Source: an optimization exercise on an open RTL-to-GDS flow (aim: a short achievable clock period and few clock cycles). Production flows keep margins and buffers that such runs may drop.
In this exercise RTL edits were held to simulation tests only and were not proved equivalent to the original.
No activity file was given, so power comes from the tool's default toggle rates.

north:
==> flow/design.v (excerpt) <==
module riscv_pipe_top (
    input  logic                clk,
    input  logic                rst,
    output logic [32-1:0] imem_addr,
    input  logic [32-1:0] imem_data,
    output logic [32-1:0] dmem_addr,
    output logic                dmem_read,
    output logic                dmem_write,
    output logic [32-1:0] dmem_wdata,
    input  logic [32-1:0] dmem_rdata
);
    localparam int BTB_IDX = 5;            
    localparam int BTB_TAG = 4;
    localparam int BTB_TGT = 12;           
    localparam int BTB_N   = 1 << BTB_IDX;
    localparam logic [6:0] OPC_OP     = 7'b0110011;
    localparam logic [6:0] OPC_OP_IMM = 7'b0010011;
    localparam logic [6:0] OPC_LOAD   = 7'b0000011;
    localparam logic [6:0] OPC_STORE  = 7'b0100011;
    localparam logic [6:0] OPC_BRANCH = 7'b1100011;
    localparam logic [6:0] OPC_LUI    = 7'b0110111;
    logic [31:0]        pc;
    logic               if_id_valid;
    logic [31:0]        if_id_inst;
    logic [31:0]        if_id_pc;
    logic               if_id_pred;       
    logic [31:1]        if_id_ptgt;       
    logic               if_id_hit;        
    logic [1:0]         if_id_cnt;
    logic               id_ex_we;
    logic [4:0]         id_ex_rd;
    logic               id_ex_load;
    logic               id_ex_store;
    logic               id_ex_branch;
    logic [31:0]        id_ex_a;
    logic [31:0]        id_ex_b;
    logic [31:0]        id_ex_s;
    logic               id_ex_fa_alu, id_ex_fa_ld;    
    logic               id_ex_fb_alu, id_ex_fb_ld;    
    logic               id_ex_fs_alu, id_ex_fs_ld;    
    logic               id_ex_sub;
    logic               id_ex_op_add, id_ex_op_sll, id_ex_op_sr, id_ex_op_slt, id_ex_op_sltu;
    logic               id_ex_op_xor, id_ex_op_or, id_ex_op_and;
    logic               id_ex_sra;
    logic               id_ex_br_eq, id_ex_br_lt, id_ex_br_ltu, id_ex_br_inv;
    logic               id_ex_pred;
    logic               id_ex_zok;        
    logic               id_ex_zero;       
    logic               id_ex_pgood;
    logic [31:0]        id_ex_pc4;
    logic [31:0]        id_ex_tgt;
    logic [31:0]        id_ex_pc;
    logic               id_ex_hit;
    logic [1:0]         id_ex_cnt;
    logic               ex_mem_load;
    logic               ex_mem_store;
  ...
Size in the first run: ~8900 cells after synthesis, about 2100 flip-flops.
==> flow/config.mk <==
export PLATFORM = sky130hd
export DESIGN_NAME = riscv_pipe_top
export DESIGN_NICKNAME = riscv_pipe_top
export VERILOG_FILES = /design/flow/design.v
export SDC_FILE = /design/flow/constraint.sdc
export NUM_CORES = 4
export LEC_CHECK = 0
export ABC_CLOCK_PERIOD_IN_PS = 3000
export CAP_MARGIN = 20
export CELL_PAD_IN_SITES_DETAIL_PLACEMENT = 2
export CELL_PAD_IN_SITES_GLOBAL_PLACEMENT = 2
export CORE_MARGIN = 2
export CORE_UTILIZATION = 30
export SLEW_MARGIN = 20
export TNS_END_PERCENT = 20
==> flow/constraint.sdc <==
create_clock -name core_clock -period 11.0 [get_ports {clk}]
set_input_delay 2.2000 -clock core_clock [delete_from_list [all_inputs] [get_ports {clk}]]
set_output_delay 2.2000 -clock core_clock [all_outputs]
set_load 0.01 [all_outputs]
standard.sh (not shown) runs the stock make flow with config.mk's settings and CLKGATE_MAP_FILE= SYNTH_SCRIPT=/design/flow/synth_recipe.tcl, a recipe that flattens the netlist after the stock synthesis.
==> flow/flow/run.sh <==
#!/bin/bash
# The standard layout (standard.sh, unchanged synthesis), with repair_timing
# told to keep setup slack well above zero so the achieved period shrinks.
# The make run's full output (every ORFS step's tool output) goes to standard_flow.log;
# each step's own log is also under orfs/logs/.
set -uo pipefail
bash standard.sh SETUP_SLACK_MARGIN=7.0 finish > standard_flow.log 2>&1
north did not stop at any stage, and its layout met the timing, design-rule and antenna checks.
Testbench counts of north, summed over its fixed seeds: cycles 101,589.
Here is what was changed in the inputs of south compared with north.
- swapping 20 for 100 in TNS_END_PERCENT
--- a/flow/flow/run.sh
+++ b/flow/flow/run.sh
@@ -6,2 +6,2 @@
 set -uo pipefail
-bash standard.sh SETUP_SLACK_MARGIN=7.0 finish > standard_flow.log 2>&1
+bash standard.sh SETUP_SLACK_MARGIN=7.5 finish > standard_flow.log 2>&1
Results
For south, the slowest cell on the critical path was a211oi_4, unlike north, where it was mux2_4.
Between south and north, the global-route usage figures differ only marginally.
south vs north, startpoint of the most critical setup path: dmem_rdata[19] vs dmem_rdata[1]
south vs. north: number of clock sinks barely changed; post-route total power climbed about 0.8%; worst slack at placement climbed 0.32 ns; net switching component of the power climbed 180 uW.

-- separate check: timing with driven ports --
The results above use ideal ports. As a check the final layouts listed here were re-extracted and re-timed, cells and wires unchanged. Step 1, drivers: a clkbuf_16 drives clk and a buf_2 each remaining input, both assumed. Step 2 adds t to the input delays and takes it off the output delays; t is the mean of the earliest and latest rising clock arrival at the registers after step 1. Input paths then give back, and output paths get back, about the clock's delay inside the block. Three values: ideal ports, drivers, drivers and shift; two values: the first two.
| run | t (ns) | slack for setup (ns) | hold WS [ns] | worst setup path at the end | worst data-port slew with drivers (ns) |
|---|---|---|---|---|---|
| north | 0.998 | 6.475 / 6.525 / 5.527 | 0.313 / 0.313 / 0.313 | input to register | 0.10 |
| south | 1.040 | 6.421 / 6.433 / 5.421 | 0.320 / 0.320 / 0.320 | input to register | 0.09 |
After both steps every run listed still meets setup and hold. For south, which loses most, drivers alone change the setup slack by +0.012 ns; drivers and shift together by -1.000 ns.
